What follows belongs to an exercise in optimizing a design on an open flow for small area, a short achievable clock period and few clock cycles per item; a production flow would make more cautious choices. No functional check of the RTL was part of any run shown here. Power is estimated from default activity; no workload was simulated.

[flow/design.v]
package cpuPkg;
	localparam int dataWidth = 16;
	localparam int regCount = 8;
	localparam int regIdxWidth = $clog2(regCount);
	typedef logic [dataWidth-1:0] wordT;
	typedef logic [regIdxWidth-1:0] regIdxT;
	localparam logic [4:0] opNop   = 5'd0;
	localparam logic [4:0] opAddu  = 5'd1;
	localparam logic [4:0] opSubu  = 5'd2;
	localparam logic [4:0] opAnd   = 5'd3;
	localparam logic [4:0] opOr    = 5'd4;
	localparam logic [4:0] opSlt   = 5'd5;
	localparam logic [4:0] opAddiu = 5'd6;
	localparam logic [4:0] opLi    = 5'd7;
	localparam logic [4:0] opLw    = 5'd8;
	localparam logic [4:0] opSw    = 5'd9;
	localparam logic [4:0] opBeqz  = 5'd10;
	localparam logic [4:0] opBnez  = 5'd11;
	localparam logic [4:0] opB     = 5'd12;
	localparam logic [4:0] opJr    = 5'd13;
endpackage
package pipePkg;
	typedef struct packed {
		logic sum;
		logic andOp;
		logic orOp;
		logic slt;
	} resSelT;
	typedef struct packed {
		logic   sub;         
		resSelT resSel;
		logic   regWrite;
		logic   memRead;
		logic   memWrite;
		logic   branch;      
		logic   branchNonZero;
		logic   pred;        
		logic   jumpReg;     
		logic   fwdA;        
		logic   fwdB;
		logic   wbA;         
		logic   wbB;
		logic   isLi;
	} exCtrlT;
endpackage
module pipeReg #(
	parameter int width = 1
) (
	input  logic             CLK,
	input  logic             RST,
	input  logic [width-1:0] d,
	output logic [width-1:0] q
);
	always_ff @(posedge CLK or negedge RST)
	begin
		if (!RST)
			q <= '0;
		else
			q <= d;
	end
endmodule
module instrDecoder (
	input  cpuPkg::wordT    instr,
	output logic            useRx,
	output logic            useRy,      
	output logic            isLoad,
	output logic            isStore,
	output logic            isLi,
	output logic            regWrite,
	output logic            isB,
	output logic            isCond,
	output logic            isJr,
	output logic            sub,
	output pipePkg::resSelT resSel,
	output cpuPkg::regIdxT  dest,
	output logic [8:0]      imm         
);
	logic [4:0] op;
	logic       isReg;
	logic       isAddiu;
	assign op = instr[15:11];
	assign isReg = op >= cpuPkg::opAddu && op <= cpuPkg::opSlt;
	assign isAddiu = op == cpuPkg::opAddiu;
	assign isLi = op == cpuPkg::opLi;
	assign isLoad = op == cpuPkg::opLw;
	assign isStore = op == cpuPkg::opSw;
	assign isB = op == cpuPkg::opB;
	assign isCond = op == cpuPkg::opBeqz || op == cpuPkg::opBnez;
	assign isJr = op == cpuPkg::opJr;
	assign useRx = isReg || isAddiu || isLoad || isStore || isCond || isJr;
	assign useRy = isReg;
	assign regWrite = isReg || isAddiu || isLi || isLoad;
	assign sub = op == cpuPkg::opSubu || op == cpuPkg::opSlt;
	assign resSel.sum = op == cpuPkg::opAddu || op == cpuPkg::opSubu || isAddiu || isLi ||
		isLoad || isStore;
	assign resSel.andOp = op == cpuPkg::opAnd;
	assign resSel.orOp = op == cpuPkg::opOr;
	assign resSel.slt = op == cpuPkg::opSlt;
	assign dest = isReg ? instr[4:2] : (isLoad ? instr[7:5] : instr[10:8]);
	always_comb
	begin
		if (isLoad || isStore)
			imm = {instr[4], {3{instr[4]}}, instr[4:0]};
		else if (isAddiu || isLi)
			imm = {instr[7] && !isLi, instr[7:0]};
		else
			imm = '0;
	end
endmodule
module regFile (
	input  logic           CLK,
	input  logic           RST,
	input  cpuPkg::regIdxT rdA,
	input  cpuPkg::regIdxT rdB,
	output cpuPkg::wordT   valA,
	output cpuPkg::wordT   valB,
	input  logic           we,
	input  cpuPkg::regIdxT wAddr,
	input  cpuPkg::wordT   wData
);
	cpuPkg::wordT regs [cpuPkg::regCount];
	always_ff @(posedge CLK)
	begin
		for (int i = 0; i < cpuPkg::regCount; i++)
			if (!RST || (we && wAddr == cpuPkg::regIdxT'(i)))
				regs[i] <= RST ? wData : '0;
	end
	always_comb
	begin
		valA = '0;
		valB = '0;
		for (int i = 0; i < cpuPkg::regCount; i++)
		begin
			valA |= regs[i] & {cpuPkg::dataWidth{rdA == cpuPkg::regIdxT'(i)}};
			valB |= regs[i] & {cpuPkg::dataWidth{rdB == cpuPkg::regIdxT'(i)}};
		end
	end
endmodule
module hazardUnit (
	input  cpuPkg::regIdxT rx,
	input  cpuPkg::regIdxT ry,
	input  logic           useRx,
	input  logic           useRy,
	input  logic           storeRy,    
	input  logic           exValid,
	input  logic           exRegWrite,
	input  logic           exLoad,
	input  cpuPkg::regIdxT exDest,
	output logic           fwdA,
	output logic           fwdB,
	output logic           stall
);
	logic hitA;
	logic hitB;
	assign hitA = exValid && exRegWrite && exDest == rx && useRx;
	assign hitB = exValid && exRegWrite && exDest == ry && (useRy || storeRy);
	assign fwdA = hitA && !exLoad;
	assign fwdB = hitB && !exLoad;
	assign stall = exLoad && (hitA || hitB);
endmodule
module executeStage (
	input  pipePkg::exCtrlT ctrl,
	input  cpuPkg::wordT    opA,
	input  cpuPkg::wordT    opB,       
	output cpuPkg::wordT    aluResult
);
	cpuPkg::wordT addB;
	cpuPkg::wordT sum;
	logic         less;
	assign addB = opB ^ {16{ctrl.sub}};
	logic [15:0] gen [5];
	logic [15:0] prop [5];
	always_comb
	begin
		gen[0] = opA & addB;
		prop[0] = opA ^ addB;
		gen[0][0] = (opA[0] & addB[0]) | (prop[0][0] & ctrl.sub);
		for (int l = 0; l < 4; l++)
			for (int i = 0; i < 16; i++)
				if (i >= (1 << l))
				begin
					gen[l+1][i] = gen[l][i] | (prop[l][i] & gen[l][i - (1 << l)]);
					prop[l+1][i] = prop[l][i] & prop[l][i - (1 << l)];
				end
				else
				begin
					gen[l+1][i] = gen[l][i];
					prop[l+1][i] = prop[l][i];
				end
		sum = prop[0] ^ {gen[4][14:0], ctrl.sub};
	end
	assign less = (opA[15] ^ opB[15]) ? opA[15] : sum[15];
	assign aluResult = ({16{ctrl.resSel.sum}} & sum) |
		({16{ctrl.resSel.andOp}} & (opA & opB)) |
		({16{ctrl.resSel.orOp}} & (opA | opB)) |
		({16{ctrl.resSel.slt}} & {15'd0, less});
endmodule
module pipelineCpu (
	input  logic           CLK,
	input  logic           RST,
	output cpuPkg::wordT   imemAddr,
	input  cpuPkg::wordT   imemData,
	output cpuPkg::wordT   dmemAddr,
	output cpuPkg::wordT   dmemWData,
	output logic           dmemRead,
	output logic           dmemWrite,
	input  cpuPkg::wordT   dmemRData,
	output logic           wbValid,
	output cpuPkg::regIdxT wbReg,
	output cpuPkg::wordT   wbData
);
	cpuPkg::wordT    pc;
	cpuPkg::wordT    nextPc;
	cpuPkg::wordT    seqPc;
	cpuPkg::wordT    brTarget;
	cpuPkg::regIdxT  fRx;
	cpuPkg::regIdxT  fRy;
	logic            fUseRx;
	logic            fUseRy;
	logic            fLoad;
	logic            fStore;
	logic            fLi;
	logic            fRegWrite;
	logic            fB;
	logic            fCond;
	logic            fJr;
	logic            fSub;
	pipePkg::resSelT fResSel;
	cpuPkg::regIdxT  fDest;
	logic [8:0]      fImm;
	logic            fFwdA;
	logic            fFwdB;
	logic            fStall;
	logic            fJrFused;
	logic            fBranch;
	logic            fPred;
	pipePkg::exCtrlT fCtrl;
	logic            exValid;
	pipePkg::exCtrlT ex;
	cpuPkg::wordT    exA;
	cpuPkg::wordT    exB;
	logic            fBypA;
	logic            fBypB;
	cpuPkg::regIdxT  exDest;
	logic [8:0]      exImm;
	cpuPkg::wordT    exAlt;
	cpuPkg::wordT    valA;
	cpuPkg::wordT    valB;
	cpuPkg::wordT    regB;
	cpuPkg::wordT    opA;
	cpuPkg::wordT    opB;
	cpuPkg::wordT    aluResult;
	logic            condTaken;
	logic            redirect;
	cpuPkg::wordT    redirectPc;
	logic [2:0]      memFlags;
	logic            memRegWrite;
	logic            memRead;
	logic            memWrite;
	cpuPkg::regIdxT  memDest;
	cpuPkg::wordT    memStore;
	cpuPkg::wordT    memAlu;
	cpuPkg::wordT    memResult;
	logic            memLoadSel;
	cpuPkg::regIdxT  wbDest;
	cpuPkg::wordT    wbResult;
	assign imemAddr = pc;
	assign fRx = imemData[10:8];
	assign fRy = imemData[7:5];
	instrDecoder decoder (.instr(imemData), .useRx(fUseRx), .useRy(fUseRy), .isLoad(fLoad),
		.isStore(fStore), .isLi(fLi), .regWrite(fRegWrite), .isB(fB), .isCond(fCond),
		.isJr(fJr), .sub(fSub), .resSel(fResSel), .dest(fDest),
		.imm(fImm));
	hazardUnit hazard (.rx(fRx), .ry(fRy), .useRx(fUseRx), .useRy(fUseRy), .storeRy(fStore),
		.exValid(exValid), .exRegWrite(ex.regWrite), .exLoad(ex.memRead), .exDest(exDest),
		.fwdA(fFwdA), .fwdB(fFwdB), .stall(fStall));
	assign fJrFused = fJr && exValid && ex.isLi && exDest == fRx;
	assign fBranch = fCond && imemData[7:0] != 8'd0;
	assign fPred = fB || (fCond && imemData[7]) || fJrFused;
	assign seqPc = pc + 16'd1;
	assign brTarget = seqPc + (fB ? {{5{imemData[10]}}, imemData[10:0]} :
		{{8{imemData[7]}}, imemData[7:0]});
	always_comb
	begin
		if (redirect)
			nextPc = redirectPc;
		else if (fStall)
			nextPc = pc;
		else if (fJrFused)
			nextPc = {8'd0, exImm[7:0]};
		else if (fPred)
			nextPc = brTarget;
		else
			nextPc = seqPc;
	end
	always_ff @(posedge CLK or negedge RST)
	begin
		if (!RST)
			pc <= '0;
		else
			pc <= nextPc;
	end
	always_comb
	begin
		fCtrl.sub = fSub;
		fCtrl.resSel = fResSel;
		fCtrl.regWrite = fRegWrite;
		fCtrl.memRead = fLoad;
		fCtrl.memWrite = fStore;
		fCtrl.branch = fBranch;
		fCtrl.branchNonZero = imemData[11];
		fCtrl.pred = fPred;
		fCtrl.jumpReg = fJr && !fJrFused;
		fCtrl.fwdA = fFwdA;
		fCtrl.fwdB = fFwdB;
		fCtrl.isLi = fLi;
		fCtrl.wbA = fBypA;
		fCtrl.wbB = fBypB;
	end
	pipeReg #(.width(1)) exValidReg (.CLK(CLK), .RST(RST), .d(!redirect && !fStall),
		.q(exValid));
	regFile regs (.CLK(CLK), .RST(RST), .rdA(fRx), .rdB(fRy), .valA(valA), .valB(valB),
		.we(memRegWrite), .wAddr(memDest), .wData(memResult));
	assign fBypA = memRegWrite && memDest == fRx && fUseRx && !fFwdA;
	assign fBypB = memRegWrite && memDest == fRy && (fUseRy || fStore) && !fFwdB;
	always_ff @(posedge CLK)
	begin
		ex <= fCtrl;
		exA <= fFwdA || fBypA || !fUseRx ? '0 : valA;
		exB <= fFwdB || fBypB || !(fUseRy || fStore) ? '0 : valB;
		exDest <= fDest;
		exImm <= fImm;
		exAlt <= fPred ? seqPc : brTarget;
	end
	assign opA = exA | (memAlu & {16{ex.fwdA}}) | (wbResult & {16{ex.wbA}});
	assign regB = exB | (memAlu & {16{ex.fwdB}}) | (wbResult & {16{ex.wbB}});
	assign opB = (regB & {16{!ex.memWrite}}) | {{7{exImm[8]}}, exImm};
	executeStage execute (.ctrl(ex), .opA(opA), .opB(opB), .aluResult(aluResult));
	assign condTaken = (opA == '0) ^ ex.branchNonZero;
	assign redirect = exValid && (ex.jumpReg || (ex.branch && condTaken != ex.pred));
	assign redirectPc = ex.jumpReg ? opA : exAlt;
	pipeReg #(.width(3)) memFlagReg (.CLK(CLK), .RST(RST),
		.d({exValid && ex.regWrite, exValid && ex.memRead, exValid && ex.memWrite}),
		.q(memFlags));
	assign {memRegWrite, memRead, memWrite} = memFlags;
	always_ff @(posedge CLK)
	begin
		memDest <= exDest;
		memAlu <= aluResult;
		memStore <= regB;
		memLoadSel <= ex.memRead;
	end
	assign dmemAddr = memAlu;
	assign dmemWData = memStore;
	assign dmemRead = memRead;
	assign dmemWrite = memWrite;
	assign memResult = memLoadSel ? dmemRData : memAlu;
	pipeReg #(.width(1)) wbFlagReg (.CLK(CLK), .RST(RST), .d(memRegWrite), .q(wbValid));
	always_ff @(posedge CLK)
	begin
		wbDest <= memDest;
		wbResult <= memResult;
	end
	assign wbReg = wbDest;
	assign wbData = wbResult;
endmodule
[flow/flow/run.sh]
#!/bin/bash
# standard layout, with port buffers of a small plain buffer cell
export BUFFER_PORTS_ARGS="-buffer_cell sky130_fd_sc_hd__buf_1"
export CTS_ARGS="-sink_clustering_enable -repair_clock_nets -buf_list sky130_fd_sc_hd__clkbuf_8 -sink_clustering_size 14 -sink_clustering_max_diameter 100 -dont_use_dummy_load"
bash standard.sh > standard.log 2>&1
[flow/standard.sh]
#!/bin/bash
# synth_recipe.tcl (not shown) runs the flow's synth.tcl, then flattens the netlist and writes it again
# the make line also repeats each setting of config.mk as NAME=value (left out here)
make -C /OpenROAD-flow-scripts/flow DESIGN_CONFIG=/design/flow/config.mk WORK_HOME=/design/flow/orfs CLKGATE_MAP_FILE= SYNTH_SCRIPT=/design/flow/synth_recipe.tcl "${@:-finish}"
[flow/config.mk]
export PLATFORM = sky130hd
export DESIGN_NAME = pipelineCpu
export DESIGN_NICKNAME = pipelineCpu
export VERILOG_FILES = /design/flow/design.v
export SDC_FILE = /design/flow/constraint.sdc
export NUM_CORES = 4
export LEC_CHECK = 0
export ABC_AREA = 1
export CAP_MARGIN = 20
export CORE_MARGIN = 2
export CORE_UTILIZATION = 40
export CTS_BUF_LIST = sky130_fd_sc_hd__clkbuf_8
export CTS_CLUSTER_SIZE = 30
export SETUP_SLACK_MARGIN = 3.5
export SLEW_MARGIN = 20
[flow/constraint.sdc]
create_clock -name core_clock -period 6.2 [get_ports {CLK}]
set_input_delay 1.2400 -clock core_clock [delete_from_list [all_inputs] [get_ports {CLK}]]
set_output_delay 1.2400 -clock core_clock [all_outputs]
set_load 0.01 [all_outputs]
==> impl_metrics.toml, run 1 <==
[die]
coreArea_sq_um = 34400
row_count = 68
die_x_um = 190
die_h_um = 190
die_area_sq_um = 36300
start_util_pct = 40.4
io_pins = 104

[worst_setup_path]
cp.depth = 16
cp_cell_sequence = "a221o_1 -> a21o_1 -> xor2_1 -> ha_1 -> buf_6 -> a21oi_2 -> o21ai_2 -> inv_2 -> o21ai_4 -> nand2_1 -> nand2_2 -> nand3_2 -> nand2_1 -> nand2_1 -> nand3_2 -> o21ai_1"
critPathArrivalTime_ns = 3.28
r2r_slack_ns = 3.43
criticalPathCategory = "flip-flop to flip-flop"
critPathCapture = "memAlu[12]$_DFF_P_"
regToRegEndpoint = "memAlu[12]$_DFF_P_"
start_kind = "flip-flop"
slowest_delay_ns = 0.38
startpoint = "memAlu[2]$_DFF_P_"
cpMaxStageDelayCell = "dfxtp_4"
crit_path_end_kind = "flip-flop"
path_buf_inv = 2
cpMostUsedCell = "nand2_1"
critical_path.max_fanout = 4
crit_required_ns = 6.71
cp_top_family = "compound AO/OA/AOI/OAI gates"
rr_worst_depth = 16
r2r-start = "memAlu[2]$_DFF_P_"

[yosys]
synth_top_cell_by_area = "edfxtp_1"
synth-seq-cells = 281
synth-seq-area-share_pct = 50.5
synth_cell_types = 60
yosysWarnings = 9
synth_common_cells = "461 x nand2_1, 132 x dfxtp_1, 132 x inv_1"
post-synth-top-count-cell = "nand2_1"
synth_top_area_share_pct = 27.7
synth_edf_count = 128
syn_inst = 1608
synth_top_flop_cell = "dfxtp_1"
synth_area_leaders = "edfxtp_1 28%, dfxtp_1 19%, nand2_1 12%, a21oi_1 3.9%, dfrtp_1 3.8%"
ys_async_sr_fraction_pct = 7.47
synth_area_sq_um = 13900
syn_nets = 1676
synth.avg_cell_area_sq_um = 8.64

[power_and_ir_drop]
power_mw = 5.60
p_comb_share_pct = 41.3
switching_share_pct = 38.1
pwr_density_cell_nw_per_um2 = 335
internal-power_mw = 3.46
power_frac_seq_pct = 42.0
vdd_drop_max_mv = 0.228
p_sw_mw = 2.14
p_leak_nw = 6.91
clkPwrFrac_pct = 16.7

[cells_and_area]
diodes = 0
final_nets = 1838
multiInputGateArea_sq_um = 7040
utilization_pct = 48.6
layout-drive-gt1-share_pct = 20.9
fill_cells = 3280
syn_to_final_growth_pct = 20.2
regArea_sq_um = 7050

[route]
drt_iter0_drc = 1305
routed-via-count = 12500
vias_per_cell = 5.63
wl_per_cell_um = 21.6
firstDrtPassIters = 6
wl_um = 48000
ant_nets = 0
drc_errors = 0

[cts]
numCtsBuffers = 24
postCtsHoldBufs = 0
cts_tree = "built"
clockBufferDepth = 3
htree_levels = 1
clkLatencyLatePin_ns = 0.62
clkTransAtPathRegs_ns = 0.10
clock_sinks = 281
clock-root-buffer = "clkbuf_8"

[global_routing]
grt_pass1_wl_um = 70600
grt_max_degree = 31
grt.total_usage_pct = 25.6
grt_antenna_before_repair = 0
gr-total-overflow = 0
grt_pass1_vias = 11600

[min_path]
hp-class = "flip-flop to flip-flop"

[sta]
hold_slack_ns = 0.419
min_period_ns = 2.77
max_freq_mhz = 361
max_slew_margin_pct = 40.6
finalCritPeriodShare_pct = 44.6
setup_violations = 0
rsz0062_at_grt = "true"
worst_pin_slew_ns = 0.890
finalClockSkew_ns = 0.105
slew_violations = 0
setup_tns_ns = 0
hold_viol_final = 0

[place]
gp_congestion = 0.949
numPortBuffers = 103
dp.final_hpwl_um = 33900

[job]
maxCapViolCount = 0

[run_status]
status = "complete, no violations"
[cells in the final DEF, fill, tap and decap left out, types with 7 or more instances in the layout]
cell type  synthesis  layout
a21o_1             8       8
a21oi_1          108      86
a21oi_2            0      18
a221o_1           14      14
a221oi_1          44      44
a22oi_1           15      15
a31oi_1           11      11
buf_1              0      90
buf_4              1      79
buf_6              5       9
clkbuf_8           0      24
dfrtp_1           21      15
dfxtp_1          132     121
edfxtp_1         128     128
ha_1              32      14
ha_4               0      16
inv_1            132     111
inv_2              8      17
inv_4              0       7
nand2_1          461     420
nand2_2           17      49
nand2_4            3      12
nand3_1           70      48
nand3_2            5      23
nand3b_1           8       8
nand4_1           10      10
nor2_1            94      81
nor2_2             5      11
nor2_4             2      10
nor3_1            22      14
o211ai_1           7       7
o21ai_0           91      71
o21ai_1            2      16
o22ai_1           16      16
xor2_1            27      20
[per-stage QoR]
| step | setup WS, ns | instances | area, sq um |
|---|---|---|---|
| after floorplan | 3.22 | 1608 | 14100 |
| after global placement | 2.52 | 2131 | 15000 |
| after detailed placement | 2.56 | 2131 | 15000 |
| after CTS | 3.34 | 2178 | 15800 |
| after global routing | 3.22 | 2223 | 16700 |
| final | 3.43 | 2223 | 16700 |
[layer usage]
layer	GRT usage, %	wire [um]	part of all wire, %	vias to the layer above
li1	-	-	-	5823
met1	34.1	19800	41	5970
met2	43.0	23000	48	591
met3	3.07	3380	7.1	124
met4	8.97	1860	3.9	0
met5	0	0	0	-
[what timing repair did]
item	in CTS	in global routing
setup endpoints to repair	54	51
cloned	1	0
setup buffers	22	45
pin swaps	27	77
gates resized for setup	76	158
[flip-flops by register name, summed over array words and instances (netlist names), 3 cells and up]
register	cells
regs.regs	128
ex	17
exA	16
exAlt	16
exB	16
memAlu	16
memStore	16
pc	16
wbResult	16
exImm	9
exDest	3
memDest	3
memFlagReg.q	3
wbDest	3
[power by group through the flow]
stage          sequential [mW]  clock (mW)  combinational, mW
5_1_grt                   2.38        1.02               2.52
4_1_cts                   2.34       0.960               1.84
6_report                  2.35       0.935               2.31
2_1_floorplan             2.36           0               1.18
3_3_place_gp              2.37           0               1.67
3_5_place_dp              2.38           0               1.67
[kinds of logic (layout without fill, tap and decap cells)]
family,Yosys count,count (layout),share of synthesized area [%]
and+or+nand+nor,714,715,22.4
AOI/OAI and AO/OA,345,345,15.7
xor gates and xnor gates,38,38,2.39
buffers and inverters,196,355,5.82
adders and majority gates,34,34,3.17
DFF,281,281,50.5
[area by class of cell]
class	instances	area share, %
Timing Repair Buffer	189	6.79
Clock buffer	24	1.98
Sequential cell	281	42.2
Multi-Input combinational cell	1132	42.1
Tap cell	455	3.41
Inverter	142	3.50
[worst min path at each step]
stage | slack (ns) | cells after the start | to | startpoint
floorplan | 0.37 | 0 | wbDest[2]$_DFF_P_ | memDest[2]$_DFF_P_
global placement | 0.41 | 0 | memDest[1]$_DFF_P_ | exDest[1]$_DFF_P_
detailed placement | 0.40 | 0 | memDest[0]$_DFF_P_ | exDest[0]$_DFF_P_
CTS | 0.42 | 0 | memDest[1]$_DFF_P_ | exDest[1]$_DFF_P_
global route | 0.44 | 0 | wbDest[2]$_DFF_P_ | memDest[2]$_DFF_P_
finish | 0.42 | 0 | wbDest[2]$_DFF_P_ | memDest[2]$_DFF_P_
==> run 2, diff against run 1 <==
--- a/flow/design.v
+++ b/flow/design.v
@@ -40,5 +40,4 @@
 		logic   fwdB;
-		logic   wbA;         
-		logic   wbB;
 		logic   isLi;
+		logic   useRy;       
 	} exCtrlT;
@@ -263,3 +262,2 @@
 	cpuPkg::wordT    memResult;
-	logic            memLoadSel;
 	cpuPkg::regIdxT  wbDest;
@@ -316,4 +314,3 @@
 		fCtrl.isLi = fLi;
-		fCtrl.wbA = fBypA;
-		fCtrl.wbB = fBypB;
+		fCtrl.useRy = fUseRy;
 	end
@@ -323,4 +320,4 @@
 		.we(memRegWrite), .wAddr(memDest), .wData(memResult));
-	assign fBypA = memRegWrite && memDest == fRx && fUseRx && !fFwdA;
-	assign fBypB = memRegWrite && memDest == fRy && (fUseRy || fStore) && !fFwdB;
+	assign fBypA = memRegWrite && memDest == fRx;
+	assign fBypB = memRegWrite && memDest == fRy;
 	always_ff @(posedge CLK)
@@ -328,4 +325,4 @@
 		ex <= fCtrl;
-		exA <= fFwdA || fBypA || !fUseRx ? '0 : valA;
-		exB <= fFwdB || fBypB || !(fUseRy || fStore) ? '0 : valB;
+		exA <= fUseRx ? (fBypA ? memResult : valA) : '0;
+		exB <= fBypB ? memResult : valB;
 		exDest <= fDest;
@@ -334,5 +331,5 @@
 	end
-	assign opA = exA | (memAlu & {16{ex.fwdA}}) | (wbResult & {16{ex.wbA}});
-	assign regB = exB | (memAlu & {16{ex.fwdB}}) | (wbResult & {16{ex.wbB}});
-	assign opB = (regB & {16{!ex.memWrite}}) | {{7{exImm[8]}}, exImm};
+	assign opA = ex.fwdA ? memAlu : exA;
+	assign regB = ex.fwdB ? memAlu : exB;
+	assign opB = (regB & {16{ex.useRy}}) | {{7{exImm[8]}}, exImm};
 	executeStage execute (.ctrl(ex), .opA(opA), .opB(opB), .aluResult(aluResult));
@@ -350,3 +347,2 @@
 		memStore <= regB;
-		memLoadSel <= ex.memRead;
 	end
@@ -356,3 +352,3 @@
 	assign dmemWrite = memWrite;
-	assign memResult = memLoadSel ? dmemRData : memAlu;
+	assign memResult = memRead ? dmemRData : memAlu;
 	pipeReg #(.width(1)) wbFlagReg (.CLK(CLK), .RST(RST), .d(memRegWrite), .q(wbValid));
==> flow/flow/run.sh (replaced) <==
#!/bin/bash
# standard layout, with port buffers of a small plain buffer cell
export BUFFER_PORTS_ARGS="-buffer_cell sky130_fd_sc_hd__buf_2"
export CTS_ARGS="-sink_clustering_enable -repair_clock_nets -buf_list sky130_fd_sc_hd__clkbuf_8 -sink_clustering_size 16 -sink_clustering_max_diameter 100 -dont_use_dummy_load"
bash standard.sh > standard.log 2>&1
--- a/flow/config.mk
+++ b/flow/config.mk
@@ -13,3 +13,3 @@
 export CTS_CLUSTER_SIZE = 30
-export SETUP_SLACK_MARGIN = 3.5
+export SETUP_SLACK_MARGIN = 3.0
 export SLEW_MARGIN = 20
==> run 2 against run 1 <==
Effect of this change: still clean on timing, DRC and antenna; critical path depth is 7 lower; worst hold slack got worse by 0.015 ns; core utilization is 4.1 points lower; die area decreased by 0.74%; cell count decreased by 0.99%; via count is 3.1% lower; sequential power hardly changed; combinational power decreased by 28%; largest power group unchanged.
==> impl_metrics.toml, run 2 <==
[cells_and_area]
mostFrequentLayoutCell = "nand2_1"
stdcell_count = 2201
fill_cells = 3400
largest_reg_flops = 128
layout-drive-gt1-share_pct = 11.3
final_nets = 1816
mostFrequentLayoutCells = "325 x nand2_1, 254 x inv_1, 128 x dfxtp_1, 128 x edfxtp_1, 119 x a21oi_1"
largest-register = "regs.regs"
diodes = 0
syn_to_final_growth_pct = 10.7

[die]
row_count = 68
die_area_sq_um = 36000
die_h_um = 190
start_util_pct = 40.2
coreArea_sq_um = 34300
die_x_um = 190
io_pins = 104

[power_and_ir_drop]
p_leak_nw = 6.88
power_frac_seq_pct = 47.7
clkPwrFrac_pct = 18.0
switching_share_pct = 37.4
pwr_density_cell_nw_per_um2 = 320
p_sw_mw = 1.83
p_comb_share_pct = 34.2
vdd_drop_max_mv = 0.237
internal-power_mw = 3.06

[cts]
numCtsBuffers = 21
clkLatencyLatePin_ns = 0.57
clock-root-buffer = "clkbuf_8"
clockBufferDepth = 3
cts_tree = "built"
clkTransAtPathRegs_ns = 0.10
clock_sinks = 279
htree_levels = 1
postCtsHoldBufs = 0

[yosys]
yosysWarnings = 9
synth_area_leaders = "edfxtp_1 28%, dfxtp_1 19%, nand2_1 8.9%, inv_1 6.9%, a21oi_1 4.4%"
post-synth-top-count-cell = "nand2_1"
synth.avg_cell_area_sq_um = 8.36
synth_top_area_share_pct = 27.9
synth_edf_count = 128
syn_nets = 1717
synth_cell_types = 46
ys_async_sr_fraction_pct = 7.53
synth-seq-cells = 279
synth-seq-area-share_pct = 50.5
synth_area_sq_um = 13800
synth_common_cells = "327 x nand2_1, 255 x inv_1, 130 x dfxtp_1"
synth_top_cell_by_area = "edfxtp_1"
synth_top_flop_cell = "dfxtp_1"
syn_inst = 1649

[global_routing]
grt_max_degree = 34
grt_pass1_wl_um = 67500
grt.total_usage_pct = 24.6
grt_antenna_before_repair = 1
grt_pass1_vias = 11400
gr-total-overflow = 0

[worst_setup_path]
critical_path.max_fanout = 13
crit_path_end_kind = "flip-flop"
crit_required_ns = 6.70
rr_worst_depth = 18
critPathCapture = "exB[13]$_DFF_P_"
r2r-start = "pc[0]$_DFFE_PN0P_"
criticalPathCategory = "input port to flip-flop"
regToRegEndpoint = "pc[11]$_DFFE_PN0P_"
start_kind = "input port"
critPathArrivalTime_ns = 3.60
r2r_slack_ns = 3.20
startpoint = "imemData[5]"

[sta]
hold_viol_final = 0
min_period_ns = 3.10
finalCritPeriodShare_pct = 49.9
setup_violations = 0
finalClockSkew_ns = 0.0342
setup_tns_ns = 0
max_freq_mhz = 323
slew_violations = 0
max_slew_margin_pct = 28.9
rsz0062_at_grt = "true"
worst_pin_slew_ns = 1.06

[min_path]
hp-class = "flip-flop to flip-flop"
hold_path_depth = 0

[place]
gp_congestion = 0.931
dp.final_hpwl_um = 32600
dp_cells = 2171
numPortBuffers = 103

[run_status]
status = "complete, no violations"

[route]
wl_per_cell_um = 20.6
drt_iter0_drc = 1145
routed-via-count = 12100
wl_um = 45400
drc_errors = 0
vias_per_cell = 5.50
ant_nets = 0
firstDrtPassIters = 5

[job]
maxCapViolCount = 0
-- run 2: final cells by class --
cell class                 instances  area (sq um)  share of cell area (%)
timing repair buffer             132           744                    4.88
sequential                       279          6980                    45.7
clock buffer                      21           289                    1.89
multi-input combinational       1051          5690                    37.3
inverter                         263           992                    6.50
tap                              455           569                    3.73
-- run 2: worst min-delay path by stage --
stage                                  from            endpoint  slack, ns
after detailed placement  exDest[0]$_DFF_P_  memDest[0]$_DFF_P_       0.40
after global placement    exDest[0]$_DFF_P_  memDest[0]$_DFF_P_       0.40
final                     exDest[2]$_DFF_P_  memDest[2]$_DFF_P_       0.40
after floorplan           exDest[0]$_DFF_P_  memDest[0]$_DFF_P_       0.35
after global routing      exDest[2]$_DFF_P_  memDest[2]$_DFF_P_       0.42
after CTS                 exDest[2]$_DFF_P_  memDest[2]$_DFF_P_       0.40
-- run 2: metrics by stage --
step / util, % / setup WS, ns / instance area [sq um] / hold slack, ns / total power [mW]
floorplan: - / 3.07 / 13800 / 0.351 / 3.42
finish: 44.5 / 3.10 / 15300 / 0.404 / 4.89
CTS: 44.1 / 3.02 / 15100 / 0.405 / 4.82
global placement: 43.2 / 2.50 / 14800 / 0.396 / 3.94
detailed placement: 43.2 / 2.48 / 14800 / 0.396 / 3.95
global route: 44.5 / 2.98 / 15300 / 0.420 / 5.18
-- run 2: logic make-up (layout without fill, tap and decap cells) --
family	Yosys count	after routing	share of synthesized area, %
buffers and inverters	319	416	8.84
AO/OA/AOI/OAI	413	413	17.8
flip-flops	279	279	50.5
adder cells (fa/ha/maj)	34	34	3.19
AND/OR/NAND/NOR	558	558	16.7
XOR/XNOR	46	46	2.92
-- run 2: timing repair --
action,CTS,global route
setup buffers,0,9
gates resized for setup,4,21
endpoints found under the hold margin,0,0
pin swaps,0,0
setup endpoints to repair,21,31
-- run 2: worst max-delay path: stages --
cell	delay, ns
buf_2	0.25
inv_1	0.19
nor3_1	0.59
inv_1	0.54
o21ai_0	0.30
a211oi_1	0.07
o2111ai_1	0.10
o21ai_0	0.20
inv_1	0.10
-- run 2: layer usage --
metal | part of all wire (%) | wire length (um) | global-route usage (%) | vias up
li1 | - | - | - | 5752
met1 | 43 | 19400 | 33.1 | 5712
met2 | 47 | 21200 | 40.9 | 549
met3 | 7.2 | 3280 | 3.15 | 101
met4 | 3.4 | 1540 | 8.83 | 2
met5 | 0.029 | 13 | 0 | -
-- run 2: power groups by stage --
stage | clock network [mW] | registers, mW | logic, mW
global route | 0.971 | 2.36 | 1.85
detailed placement | 0 | 2.38 | 1.56
finish | 0.882 | 2.33 | 1.67
global placement | 0 | 2.38 | 1.57
floorplan | 0 | 2.37 | 1.04
CTS | 0.902 | 2.34 | 1.57

==> separate check: timing with driven ports <==
The flow's constraints put no driver on any port. The routed layouts listed below were extracted and timed again, unchanged, in two steps.
Step 1, drivers: a clkbuf_16 drives CLK and a buf_2 each remaining input, both assumed.
Step 2 adds t to the input delays and takes it off the output delays; t is the mean of the earliest and latest rising clock arrival at the registers after step 1. Input paths then give back, and output paths get back, about the clock's delay inside the block.
a / b / c = ideal / step 1 / step 2; a / b = the first two.
run	shift t [ns]	setup slack, ns	worst setup path after step 2
run 1	0.619	3.433 / 3.433 / 2.817	input to register
run 2	0.605	3.103 / 3.133 / 2.528	input to register
After both steps setup and hold are still met in every run listed. The setup slack of run 1, which loses most, moves by 0.000 ns with the drivers and by -0.616 ns with both steps.
